This design comes from an exercise in tuning for small area, a short achievable clock period and few clock cycles per item on the open sky130 flow, not from production work. Function was checked by simulation only, so behaviour that the tests miss may differ from the original.

==> maple: inputs <==
==> flow/design.v <==
package mexp_pkg;
    localparam int OPERAND_WIDTH_DEF = 32;
endpackage
module mexp_est (
    input  logic [8:0] a,
    input  logic [8:0] b,
    input  logic [8:0] p,
    input  logic [8:0] x,
    output logic       ge
);
    logic [8:0] u1, v1, u, v;
    logic [7:0] g0, t0, g1, t1, g2, t2, g3;
    assign u1 = a ^ b ^ p;
    assign v1 = {(a[7:0] & b[7:0]) | (a[7:0] & p[7:0]) | (b[7:0] & p[7:0]), 1'b0};
    assign u  = u1 ^ v1 ^ x;
    assign v  = {(u1[7:0] & v1[7:0]) | (u1[7:0] & x[7:0]) | (v1[7:0] & x[7:0]), 1'b0};
    always_comb
    begin
        g0 = u[7:0] & v[7:0];
        t0 = u[7:0] | v[7:0];
        for (int i = 0; i < 8; i++)
        begin
            g1[i] = (i >= 1) ? (g0[i] | (t0[i] & g0[i-1])) : g0[i];
            t1[i] = (i >= 1) ? (t0[i] & t0[i-1]) : t0[i];
        end
        for (int i = 0; i < 8; i++)
        begin
            g2[i] = (i >= 2) ? (g1[i] | (t1[i] & g1[i-2])) : g1[i];
            t2[i] = (i >= 2) ? (t1[i] & t1[i-2]) : t1[i];
        end
        for (int i = 0; i < 8; i++)
            g3[i] = (i >= 4) ? (g2[i] | (t2[i] & g2[i-4])) : g2[i];
    end
    assign ge = !(u[8] ^ v[8] ^ g3[7]);
endmodule
module modular_exponentiation_core #(
    parameter int OPERAND_WIDTH = mexp_pkg::OPERAND_WIDTH_DEF
) (
    input  logic                            clk,
    input  logic                            rst_n,
    input  logic                            start,
    output logic                            busy,
    input  logic signed [OPERAND_WIDTH-1:0] base_value,
    input  logic        [OPERAND_WIDTH-1:0] exponent,
    input  logic        [OPERAND_WIDTH-1:0] modulus,
    output logic        [OPERAND_WIDTH-1:0] power_result,
    output logic                            modulus_zero,
    output logic                            done
);
    localparam int W  = 32;
    localparam int AW = 33;    
    localparam int I_IDLE  = 0;
    localparam int I_NZ    = 1;    
    localparam int I_NORM  = 2;    
    localparam int I_EXPZ  = 3;    
    localparam int I_BUB   = 4;    
    localparam int I_MUL   = 5;    
    localparam int I_CONV  = 6;    
    localparam int I_FIXB  = 7;    
    localparam int I_FIX   = 8;    
    localparam int I_FCONV = 9;    
    localparam int I_SHR   = 10;   
    localparam int I_DONE  = 11;
    localparam int NS      = 12;
    logic [NS-1:0]   st;
    logic [NS-1:0]   st_next;
    logic [W-1:0]    n_reg;      
    logic [W-1:0]    e_reg;      
    logic [W-1:0]    b_reg;      
    logic [AW-1:0]   r_reg;      
    logic [AW-1:0]   s_reg;      
    logic [AW-1:0]   c_reg;      
    logic [4:0]      sh_reg;     
    logic [4:0]      j_reg;      
    logic [5:0]      kc_reg;     
    logic [4:0]      ec_reg;     
    logic            sq_reg;     
    logic            dpos_reg;   
    logic            dneg_reg;   
    logic            dn1_reg;    
    logic            dn2_reg;    
    logic [3:0]      qq_reg;     
    logic [3:0]      qo;         
    logic [8:0]      p_reg [4];  
    logic [8:0]      a3_reg;     
    logic [4:0]      mo_reg;     
    logic            mz_reg;
    logic            busy_reg;
    logic            done_reg;
    logic            x_inv;
    logic [AW-1:0]   s2, c2, da, xq, n1, n2;
    logic [AW-1:0]   r1s, r1c, r2s, r2c;
    assign n1    = {1'b0, n_reg};
    assign n2    = {n_reg, 1'b0};
    assign qo    = {qq_reg[3], qq_reg[2] & ~qq_reg[3],
                    qq_reg[0] & ~qq_reg[1], ~qq_reg[0]};
    assign x_inv = qq_reg[2];
    assign s2 = {s_reg[AW-2:0], 1'b0};
    assign c2 = {c_reg[AW-2:0], 1'b0};
    assign da = ({AW{dpos_reg}} & r_reg) | ({AW{dneg_reg}} & ~r_reg);
    assign xq = ({AW{qo[0]}} & n2) | ({AW{qo[1]}} & n1) |
                ({AW{qo[2]}} & ~n1) | ({AW{qo[3]}} & ~n2);
    assign r1s = s2 ^ c2 ^ da;
    assign r1c = {(s2[AW-2:0] & c2[AW-2:0]) | (s2[AW-2:0] & da[AW-2:0]) |
                  (c2[AW-2:0] & da[AW-2:0]), dneg_reg};
    assign r2s = r1s ^ r1c ^ xq;
    assign r2c = {(r1s[AW-2:0] & r1c[AW-2:0]) | (r1s[AW-2:0] & xq[AW-2:0]) |
                  (r1c[AW-2:0] & xq[AW-2:0]), x_inv};
    logic [8:0]      s9, c9, qn9, n4_9, n2_9;
    logic [3:0]      qq_next;
    assign s9   = s_reg[32:24];
    assign c9   = c_reg[32:24];
    assign n4_9 = {1'b0, n_reg[31:24]};
    assign n2_9 = {2'b00, n_reg[31:25]};
    assign qn9  = ({9{~qq_reg[0]}} & n4_9) |
                  ({9{qq_reg[0] & ~qq_reg[1]}} & n2_9) |
                  ({9{qq_reg[2] & ~qq_reg[3]}} & ~n2_9) |
                  ({9{qq_reg[3]}} & ~n4_9);
    for (genvar k = 0; k < 4; k++)
    begin : g_est
        mexp_est u_est (
            .a  (s9),
            .b  (c9),
            .p  (p_reg[k]),
            .x  (qn9),
            .ge (qq_next[k])
        );
    end
    logic [8:0]      a1_9, a2_9, t9;
    logic [11:0]     a3_12;
    logic            y_top, y_t1, y_t2;
    logic            ybit;
    logic            sq_next;
    logic [2:0]      ytop_next;
    assign y_top = sq_reg ? r_reg[32] : b_reg[31];
    assign y_t1  = sq_reg ? r_reg[31] : b_reg[30];
    assign y_t2  = sq_reg ? r_reg[30] : b_reg[29];
    assign ybit  = yw[j_reg];
    assign sq_next   = !(sq_reg && e_reg[31]);
    assign ytop_next = sq_next ? sum[32:30] : b_reg[31:29];
    function automatic logic [4:0] m_onehot(input logic [2:0] m);
        case (m)
            3'b001:  m_onehot = 5'b00001;
            3'b010:  m_onehot = 5'b00010;
            3'b011:  m_onehot = 5'b00100;
            3'b111:  m_onehot = 5'b01000;
            3'b110:  m_onehot = 5'b10000;
            default: m_onehot = 5'b00000;
        endcase
    endfunction
    assign a1_9  = {r_reg[32], r_reg[32], r_reg[32:26]};
    assign a2_9  = {r_reg[32], r_reg[32:25]};
    assign a3_12 = {r_reg[32], r_reg[32], r_reg[32:23]} + {r_reg[32], r_reg[32:22]};
    assign t9 = ({9{mo_reg[0]}} & a1_9) | ({9{mo_reg[1]}} & a2_9) |
                ({9{mo_reg[2]}} & a3_reg) | ({9{mo_reg[3]}} & ~a1_9) |
                ({9{mo_reg[4]}} & ~a2_9);
    logic [8:0] p_next [4];
    for (genvar k = 0; k < 4; k++)
    begin : g_padd
        assign p_next[k] = t9 + kth_all[9*k +: 9];
    end
    function automatic logic [35:0] kth_of(input int n);
        int c;
        logic [35:0] r;
        for (int k = 0; k < 4; k++)
        begin
            c = 2 * k - 3;
            r[9*k +: 9] = 9'(-((c * n - 5) >>> 2));
        end
        kth_of = r;
    endfunction
    logic [35:0] kth_tab [64];
    logic [35:0] kth_all;
    for (genvar v = 0; v < 64; v++)
    begin : g_kth
        assign kth_tab[v] = kth_of(64 + v);
    end
    assign kth_all = kth_tab[n_reg[30:25]];
    logic [AW-1:0]   sum;
    logic [AW-1:0]   one_s;
    logic [31:0]     yw;
    assign sum = s_reg + c_reg;
    assign yw  = sq_reg ? r_reg[31:0] : b_reg;
    always_comb
    begin
        one_s = '0;
        if (sh_reg != 5'd31 && !mz_reg)
            one_s[sh_reg] = 1'b1;
    end
    always_comb
    begin
        st_next = '0;
        if (st[I_IDLE] || st[I_DONE])
        begin
            if (start) st_next[I_NZ]   = 1'b1;
            else       st_next[I_IDLE] = 1'b1;
        end
        if (st[I_NZ])
            st_next[I_NORM] = 1'b1;
        if (st[I_NORM])
        begin
            if (mz_reg)          st_next[I_DONE] = 1'b1;
            else if (n_reg[31])  st_next[I_EXPZ] = 1'b1;
            else                 st_next[I_NORM] = 1'b1;
        end
        if (st[I_EXPZ])
        begin
            if (e_reg[31])             st_next[I_BUB]  = 1'b1;
            else if (ec_reg == 5'd0)   st_next[I_FIXB] = 1'b1;
            else                       st_next[I_EXPZ] = 1'b1;
        end
        if (st[I_BUB])
            st_next[I_MUL] = 1'b1;
        if (st[I_MUL])
        begin
            if (kc_reg == 6'd0) st_next[I_CONV] = 1'b1;
            else                st_next[I_MUL]  = 1'b1;
        end
        if (st[I_CONV])
        begin
            if ((!sq_reg || !e_reg[31]) && ec_reg == 5'd0) st_next[I_FIXB] = 1'b1;
            else                                            st_next[I_BUB]  = 1'b1;
        end
        if (st[I_FIXB])
            st_next[I_FIX] = 1'b1;
        if (st[I_FIX])
            st_next[I_FCONV] = 1'b1;
        if (st[I_FCONV])
        begin
            if (sh_reg == 5'd0) st_next[I_DONE] = 1'b1;
            else                st_next[I_SHR]  = 1'b1;
        end
        if (st[I_SHR])
        begin
            if (sh_reg == 5'd1) st_next[I_DONE] = 1'b1;
            else                st_next[I_SHR]  = 1'b1;
        end
    end
    always_ff @(posedge clk or negedge rst_n)
    begin
        if (!rst_n)
        begin
            st       <= NS'(1) << I_IDLE;
            busy_reg <= 1'b0;
            done_reg <= 1'b0;
        end
        else
        begin
            st       <= st_next;
            busy_reg <= !(st_next[I_IDLE] || st_next[I_DONE]);
            done_reg <= st_next[I_DONE];
        end
    end
    always_ff @(posedge clk)
    begin
        s_reg  <= (st[I_BUB] || st[I_FIXB]) ? '0 : r2s;
        c_reg  <= (st[I_BUB] || st[I_FIXB]) ? '0 : r2c;
        qq_reg <= qq_next;
        for (int k = 0; k < 4; k++)
            p_reg[k] <= p_next[k];
        if (st[I_IDLE] || st[I_DONE])
        begin
            n_reg  <= modulus;
            e_reg  <= exponent;
            b_reg  <= base_value;
            sh_reg <= 5'd0;
        end
        if (st[I_NZ])
            mz_reg <= (n_reg == '0);
        if (st[I_NORM])
        begin
            ec_reg <= 5'd31;
            if (n_reg[31] || mz_reg)
                r_reg <= one_s;
            else
            begin
                n_reg  <= {n_reg[30:0], 1'b0};
                sh_reg <= sh_reg + 5'd1;
            end
        end
        if (st[I_EXPZ])
        begin
            mo_reg <= m_onehot({b_reg[31], b_reg[31], b_reg[30]});
            if (e_reg[31])
                sq_reg <= 1'b0;
            else
            begin
                e_reg  <= {e_reg[30:0], 1'b0};
                ec_reg <= ec_reg - 5'd1;
            end
        end
        if (st[I_BUB])
        begin
            a3_reg   <= a3_12[11:3];
            mo_reg   <= m_onehot({1'b0, y_t1, y_t2});
            dpos_reg <= 1'b0;
            dneg_reg <= y_top;
            dn1_reg  <= y_t1;
            dn2_reg  <= y_t2;
            qq_reg   <= 4'b0011;
            j_reg    <= sq_reg ? 5'd29 : 5'd28;
            kc_reg   <= sq_reg ? (6'd32 - {1'b0, sh_reg}) : 6'd31;
        end
        if (st[I_MUL])
        begin
            dpos_reg <= dn1_reg;
            dneg_reg <= 1'b0;
            dn1_reg  <= dn2_reg;
            dn2_reg  <= ybit;
            mo_reg   <= m_onehot({1'b0, dn2_reg, ybit});
            j_reg    <= j_reg - 5'd1;
            kc_reg   <= kc_reg - 6'd1;
        end
        if (st[I_CONV])
        begin
            r_reg  <= sum;
            mo_reg <= m_onehot({ytop_next[2], ytop_next[2], ytop_next[1]});
            if (sq_reg && e_reg[31])
                sq_reg <= 1'b0;
            else
            begin
                sq_reg <= 1'b1;
                e_reg  <= {e_reg[30:0], 1'b0};
                ec_reg <= ec_reg - 5'd1;
            end
        end
        if (st[I_FIXB])
        begin
            dpos_reg <= 1'b1;
            dneg_reg <= 1'b0;
            qq_reg   <= {2'b00, !r_reg[32], 1'b1};
        end
        if (st[I_FCONV])
            r_reg <= sum;
        if (st[I_SHR])
        begin
            r_reg  <= {1'b0, r_reg[AW-1:1]};
            sh_reg <= sh_reg - 5'd1;
        end
    end
    assign busy         = busy_reg;
    assign done         = done_reg;
    assign power_result = r_reg[W-1:0];
    assign modulus_zero = mz_reg;
endmodule
==> flow/flow/run.sh <==
#!/bin/bash
# Standard ORFS layout with two changes that leave the constraints alone:
# synthesis leaves adders as plain gates for abc to map (no full/half adder
# cells), and the resizer aims for more setup slack than the clock needs.
set -euo pipefail
bash standard.sh ADDER_MAP_FILE= SETUP_SLACK_MARGIN=6.5 finish > orfs_make.log 2>&1
==> flow/standard.sh <==
#!/bin/bash
# synth_recipe.tcl (not shown) runs the flow's synth.tcl, then flattens the netlist and writes it again
# the make line also repeats each setting of config.mk as NAME=value (left out here)
make -C /OpenROAD-flow-scripts/flow DESIGN_CONFIG=/design/flow/config.mk WORK_HOME=/design/flow/orfs CLKGATE_MAP_FILE= SYNTH_SCRIPT=/design/flow/synth_recipe.tcl "${@:-finish}"
==> flow/config.mk <==
export PLATFORM = sky130hd
export DESIGN_NAME = modular_exponentiation_core
export DESIGN_NICKNAME = modular_exponentiation_core
export VERILOG_FILES = /design/flow/design.v
export SDC_FILE = /design/flow/constraint.sdc
export NUM_CORES = 4
export LEC_CHECK = 0
export CAP_MARGIN = 20
export CORE_MARGIN = 2
export CORE_UTILIZATION = 40
export SETUP_SLACK_MARGIN = 5
export SLEW_MARGIN = 20
export SYNTH_HIERARCHICAL = 1
export SYNTH_MINIMUM_KEEP_SIZE = 0
==> flow/constraint.sdc <==
create_clock -name core_clock -period 9.0 [get_ports {clk}]
set_input_delay 1.8000 -clock core_clock [delete_from_list [all_inputs] [get_ports {clk}]]
set_output_delay 1.8000 -clock core_clock [all_outputs]
set_load 0.01 [all_outputs]
==> lagoon (differences from maple) <==
==> flow/design.v, changed modules only <==
module mexp_est (
    input  logic [7:0] a,
    input  logic [7:0] b,
    input  logic [7:0] p,
    input  logic [7:0] x,
    output logic       ge
);
    logic [7:0] u1, v1, u, v;
    logic [6:0] g0, t0, g1, t1, g2, t2, g3;
    assign u1 = a ^ b ^ p;
    assign v1 = {(a[6:0] & b[6:0]) | (a[6:0] & p[6:0]) | (b[6:0] & p[6:0]), 1'b0};
    assign u  = u1 ^ v1 ^ x;
    assign v  = {(u1[6:0] & v1[6:0]) | (u1[6:0] & x[6:0]) | (v1[6:0] & x[6:0]), 1'b0};
    always_comb
    begin
        g0 = u[6:0] & v[6:0];
        t0 = u[6:0] | v[6:0];
        for (int i = 0; i < 7; i++)
        begin
            g1[i] = (i >= 1) ? (g0[i] | (t0[i] & g0[i-1])) : g0[i];
            t1[i] = (i >= 1) ? (t0[i] & t0[i-1]) : t0[i];
        end
        for (int i = 0; i < 7; i++)
        begin
            g2[i] = (i >= 2) ? (g1[i] | (t1[i] & g1[i-2])) : g1[i];
            t2[i] = (i >= 2) ? (t1[i] & t1[i-2]) : t1[i];
        end
        for (int i = 0; i < 7; i++)
            g3[i] = (i >= 4) ? (g2[i] | (t2[i] & g2[i-4])) : g2[i];
    end
    assign ge = !(u[7] ^ v[7] ^ g3[6]);
endmodule
module modular_exponentiation_core #(
    parameter int OPERAND_WIDTH = mexp_pkg::OPERAND_WIDTH_DEF
) (
    input  logic                            clk,
    input  logic                            rst_n,
    input  logic                            start,
    output logic                            busy,
    input  logic signed [OPERAND_WIDTH-1:0] base_value,
    input  logic        [OPERAND_WIDTH-1:0] exponent,
    input  logic        [OPERAND_WIDTH-1:0] modulus,
    output logic        [OPERAND_WIDTH-1:0] power_result,
    output logic                            modulus_zero,
    output logic                            done
);
    localparam int W  = 32;
    localparam int AW = 33;    
    localparam int I_IDLE  = 0;
    localparam int I_NZ    = 1;    
    localparam int I_NORM  = 2;    
    localparam int I_EXPZ  = 3;    
    localparam int I_BUB   = 4;    
    localparam int I_MUL   = 5;    
    localparam int I_CONV  = 6;    
    localparam int I_FIXB  = 7;    
    localparam int I_FIX   = 8;    
    localparam int I_FCONV = 9;    
    localparam int I_SHR   = 10;   
    localparam int I_DONE  = 11;
    localparam int NS      = 12;
    logic [NS-1:0]   st;
    logic [NS-1:0]   st_next;
    logic [W-1:0]    n_reg;      
    logic [W-1:0]    e_reg;      
    logic [W-1:0]    b_reg;      
    logic [AW-1:0]   r_reg;      
    logic [AW-1:0]   s_reg;      
    logic [AW-1:0]   c_reg;      
    logic [4:0]      sh_reg;     
    logic [4:0]      j_reg;      
    logic [5:0]      kc_reg;     
    logic [4:0]      ec_reg;     
    logic            sq_reg;     
    logic            dpos_reg;   
    logic            dneg_reg;   
    logic            dn1_reg;    
    logic            dn2_reg;    
    logic [3:0]      qq_reg;     
    logic [3:0]      qo;         
    logic [7:0]      p_reg [4];  
    logic [7:0]      a3_reg;     
    logic [4:0]      mo_reg;     
    logic            mz_reg;
    logic            busy_reg;
    logic            done_reg;
    logic            x_inv;
    logic [AW-1:0]   s2, c2, da, xq, n1, n2;
    logic [AW-1:0]   r1s, r1c, r2s, r2c;
    assign n1    = {1'b0, n_reg};
    assign n2    = {n_reg, 1'b0};
    assign qo    = {qq_reg[3], qq_reg[2] & ~qq_reg[3],
                    qq_reg[0] & ~qq_reg[1], ~qq_reg[0]};
    assign x_inv = qq_reg[2];
    assign s2 = {s_reg[AW-2:0], 1'b0};
    assign c2 = {c_reg[AW-2:0], 1'b0};
    assign da = ({AW{dpos_reg}} & r_reg) | ({AW{dneg_reg}} & ~r_reg);
    assign xq = ({AW{qo[0]}} & n2) | ({AW{qo[1]}} & n1) |
                ({AW{qo[2]}} & ~n1) | ({AW{qo[3]}} & ~n2);
    assign r1s = s2 ^ c2 ^ da;
    assign r1c = {(s2[AW-2:0] & c2[AW-2:0]) | (s2[AW-2:0] & da[AW-2:0]) |
                  (c2[AW-2:0] & da[AW-2:0]), dneg_reg};
    assign r2s = r1s ^ r1c ^ xq;
    assign r2c = {(r1s[AW-2:0] & r1c[AW-2:0]) | (r1s[AW-2:0] & xq[AW-2:0]) |
                  (r1c[AW-2:0] & xq[AW-2:0]), x_inv};
    logic [7:0]      s9, c9, qn9, n4_9, n2_9;
    logic [3:0]      qq_next;
    assign s9   = s_reg[32:25];
    assign c9   = c_reg[32:25];
    assign n4_9 = {1'b0, n_reg[31:25]};
    assign n2_9 = {2'b00, n_reg[31:26]};
    assign qn9  = ({8{~qq_reg[0]}} & n4_9) |
                  ({8{qq_reg[0] & ~qq_reg[1]}} & n2_9) |
                  ({8{qq_reg[2] & ~qq_reg[3]}} & ~n2_9) |
                  ({8{qq_reg[3]}} & ~n4_9);
    for (genvar k = 0; k < 4; k++)
    begin : g_est
        mexp_est u_est (
            .a  (s9),
            .b  (c9),
            .p  (p_reg[k]),
            .x  (qn9),
            .ge (qq_next[k])
        );
    end
    logic [7:0]      a1_9, a2_9, t9;
    logic [11:0]     a3_12;
    logic            y_top, y_t1, y_t2;
    logic            ybit;
    logic            sq_next;
    logic [2:0]      ytop_next;
    assign y_top = sq_reg ? r_reg[32] : b_reg[31];
    assign y_t1  = sq_reg ? r_reg[31] : b_reg[30];
    assign y_t2  = sq_reg ? r_reg[30] : b_reg[29];
    assign ybit  = yw[j_reg];
    assign sq_next   = !(sq_reg && e_reg[31]);
    assign ytop_next = sq_next ? sum[32:30] : b_reg[31:29];
    function automatic logic [4:0] m_onehot(input logic [2:0] m);
        case (m)
            3'b001:  m_onehot = 5'b00001;
            3'b010:  m_onehot = 5'b00010;
            3'b011:  m_onehot = 5'b00100;
            3'b111:  m_onehot = 5'b01000;
            3'b110:  m_onehot = 5'b10000;
            default: m_onehot = 5'b00000;
        endcase
    endfunction
    assign a1_9  = {r_reg[32], r_reg[32], r_reg[32:27]};
    assign a2_9  = {r_reg[32], r_reg[32:26]};
    assign a3_12 = {r_reg[32], r_reg[32], r_reg[32:23]} + {r_reg[32], r_reg[32:22]};
    assign t9 = ({8{mo_reg[0]}} & a1_9) | ({8{mo_reg[1]}} & a2_9) |
                ({8{mo_reg[2]}} & a3_reg) | ({8{mo_reg[3]}} & ~a1_9) |
                ({8{mo_reg[4]}} & ~a2_9);
    logic [7:0] p_next [4];
    for (genvar k = 0; k < 4; k++)
    begin : g_padd
        assign p_next[k] = t9 + kth_all[8*k +: 8];
    end
    function automatic logic [31:0] kth_of(input int n);
        int c;
        logic [31:0] r;
        for (int k = 0; k < 4; k++)
        begin
            c = 2 * k - 3;
            r[8*k +: 8] = 8'(-((c * n - 5) >>> 2));
        end
        kth_of = r;
    endfunction
    logic [31:0] kth_tab [32];
    logic [31:0] kth_all;
    for (genvar v = 0; v < 32; v++)
    begin : g_kth
        assign kth_tab[v] = kth_of(32 + v);
    end
    assign kth_all = kth_tab[n_reg[30:26]];
    logic [AW-1:0]   sum;
    logic [AW-1:0]   one_s;
    logic [31:0]     yw;
    assign sum = s_reg + c_reg;
    assign yw  = sq_reg ? r_reg[31:0] : b_reg;
    always_comb
    begin
        one_s = '0;
        if (sh_reg != 5'd31 && !mz_reg)
            one_s[sh_reg] = 1'b1;
    end
    always_comb
    begin
        st_next = '0;
        if (st[I_IDLE] || st[I_DONE])
        begin
            if (start) st_next[I_NZ]   = 1'b1;
            else       st_next[I_IDLE] = 1'b1;
        end
        if (st[I_NZ])
            st_next[I_NORM] = 1'b1;
        if (st[I_NORM])
        begin
            if (mz_reg)          st_next[I_DONE] = 1'b1;
            else if (n_reg[31])  st_next[I_EXPZ] = 1'b1;
            else                 st_next[I_NORM] = 1'b1;
        end
        if (st[I_EXPZ])
        begin
            if (e_reg[31])             st_next[I_BUB]  = 1'b1;
            else if (ec_reg == 5'd0)   st_next[I_FIXB] = 1'b1;
            else                       st_next[I_EXPZ] = 1'b1;
        end
        if (st[I_BUB])
            st_next[I_MUL] = 1'b1;
        if (st[I_MUL])
        begin
            if (kc_reg == 6'd0) st_next[I_CONV] = 1'b1;
            else                st_next[I_MUL]  = 1'b1;
        end
        if (st[I_CONV])
        begin
            if ((!sq_reg || !e_reg[31]) && ec_reg == 5'd0) st_next[I_FIXB] = 1'b1;
            else                                            st_next[I_BUB]  = 1'b1;
        end
        if (st[I_FIXB])
            st_next[I_FIX] = 1'b1;
        if (st[I_FIX])
            st_next[I_FCONV] = 1'b1;
        if (st[I_FCONV])
        begin
            if (sh_reg == 5'd0) st_next[I_DONE] = 1'b1;
            else                st_next[I_SHR]  = 1'b1;
        end
        if (st[I_SHR])
        begin
            if (sh_reg == 5'd1) st_next[I_DONE] = 1'b1;
            else                st_next[I_SHR]  = 1'b1;
        end
    end
    always_ff @(posedge clk or negedge rst_n)
    begin
        if (!rst_n)
        begin
            st       <= NS'(1) << I_IDLE;
            busy_reg <= 1'b0;
            done_reg <= 1'b0;
        end
        else
        begin
            st       <= st_next;
            busy_reg <= !(st_next[I_IDLE] || st_next[I_DONE]);
            done_reg <= st_next[I_DONE];
        end
    end
    always_ff @(posedge clk)
    begin
        s_reg  <= (st[I_BUB] || st[I_FIXB]) ? '0 : r2s;
        c_reg  <= (st[I_BUB] || st[I_FIXB]) ? '0 : r2c;
        qq_reg <= qq_next;
        for (int k = 0; k < 4; k++)
            p_reg[k] <= p_next[k];
        if (st[I_IDLE] || st[I_DONE])
        begin
            n_reg  <= modulus;
            e_reg  <= exponent;
            b_reg  <= base_value;
            sh_reg <= 5'd0;
        end
        mz_reg <= (n_reg == '0);
        if (st[I_NORM])
        begin
            ec_reg <= 5'd31;
            if (n_reg[31] || mz_reg)
                r_reg <= one_s;
            else
            begin
                n_reg  <= {n_reg[30:0], 1'b0};
                sh_reg <= sh_reg + 5'd1;
            end
        end
        if (st[I_EXPZ])
        begin
            mo_reg <= m_onehot({b_reg[31], b_reg[31], b_reg[30]});
            if (e_reg[31])
                sq_reg <= 1'b0;
            else
            begin
                e_reg  <= {e_reg[30:0], 1'b0};
                ec_reg <= ec_reg - 5'd1;
            end
        end
        if (st[I_BUB])
        begin
            a3_reg   <= a3_12[11:4];
            mo_reg   <= m_onehot({1'b0, y_t1, y_t2});
            dpos_reg <= 1'b0;
            dneg_reg <= y_top;
            dn1_reg  <= y_t1;
            dn2_reg  <= y_t2;
            qq_reg   <= 4'b0011;
            j_reg    <= sq_reg ? 5'd29 : 5'd28;
            kc_reg   <= sq_reg ? (6'd32 - {1'b0, sh_reg}) : 6'd31;
        end
        if (st[I_MUL])
        begin
            dpos_reg <= dn1_reg;
            dneg_reg <= 1'b0;
            dn1_reg  <= dn2_reg;
            dn2_reg  <= ybit;
            mo_reg   <= m_onehot({1'b0, dn2_reg, ybit});
            j_reg    <= j_reg - 5'd1;
            kc_reg   <= kc_reg - 6'd1;
        end
        if (st[I_CONV])
        begin
            r_reg  <= sum;
            mo_reg <= m_onehot({ytop_next[2], ytop_next[2], ytop_next[1]});
            if (sq_reg && e_reg[31])
                sq_reg <= 1'b0;
            else
            begin
                sq_reg <= 1'b1;
                e_reg  <= {e_reg[30:0], 1'b0};
                ec_reg <= ec_reg - 5'd1;
            end
        end
        if (st[I_FIXB])
        begin
            dpos_reg <= 1'b1;
            dneg_reg <= 1'b0;
            qq_reg   <= {2'b00, !r_reg[32], 1'b1};
        end
        if (st[I_FCONV])
            r_reg <= sum;
        if (st[I_SHR])
        begin
            r_reg  <= {1'b0, r_reg[AW-1:1]};
            sh_reg <= sh_reg - 5'd1;
        end
    end
    assign busy         = busy_reg;
    assign done         = done_reg;
    assign power_result = r_reg[W-1:0];
    assign modulus_zero = mz_reg;
endmodule
==> flow/flow/run.sh (replaced) <==
#!/bin/bash
# Standard ORFS layout with two changes that leave the constraints alone:
# the port buffers are the smallest buffer cell, and the resizer aims for
# more setup slack than the clock period needs.
set -euo pipefail
bash standard.sh "BUFFER_PORTS_ARGS=-buffer_cell sky130_fd_sc_hd__buf_1" SETUP_SLACK_MARGIN=6.0 finish > orfs_make.log 2>&1
--- a/flow/config.mk
+++ b/flow/config.mk
@@ -10,2 +10,4 @@
 export CORE_UTILIZATION = 40
+export CTS_CLUSTER_DIAMETER = 150
+export CTS_CLUSTER_SIZE = 24
 export SETUP_SLACK_MARGIN = 5
==> comparison table <==
item                                                      lagoon           maple
Xor and xnor fraction of the mapped netlist area           4.88%           15.3%
Post-Synth Simple-Gate Area                                13.8%           15.4%
Core area                                             46,600 µm²      49,200 µm²
Total placed cells including tap cells                     2,663           2,989
Dpl cell area                                         19,800 µm²      21,900 µm²
GR Util All Layers                                         20.7%           24.8%
Starting density of the core                               40.5%           40.7%
Final-layout clock-cell area share                         2.03%           4.45%
Net count of the mapped netlist                            2,304           2,414
Area Overhead vs Synth                                     10.9%           31.8%
Outcome                                           finished clean  finished clean
NumNets Final                                              2,425           2,658
Clock sink count                                             284             289
Worst setup slack after layout                           6.02 ns         5.92 ns
Hold slack final                                        0.378 ns        0.352 ns
Die Span Y                                                221 µm          228 µm
Testbench counts of maple, summed over its fixed seeds: cycles 302,768, items 192.
Testbench counts of lagoon, summed over its fixed seeds: cycles 302,768, items 192.

==> re-timing with driven ports <==
Ports are ideal in the flow. The routed layouts listed here were re-timed in OpenROAD. Step 1: set_driving_cell puts a clkbuf_16 on clk and a buf_2 on each other input, an assumption about the parent block. Step 2 also shifts input and output timing later by t, the mid clock arrival at the registers, as if the neighbouring blocks saw the same clock. Three values: ideal ports, drivers, drivers and shift; two values: the first two.
run	shift t [ns]	setup WS [ns]	worst slew at a driven data input, ns
maple	0.631	5.921 / 5.860 / 5.966	0.06
lagoon	0.571	6.017 / 5.960 / 6.061	0.07
After both steps setup and hold are still met in every run listed.
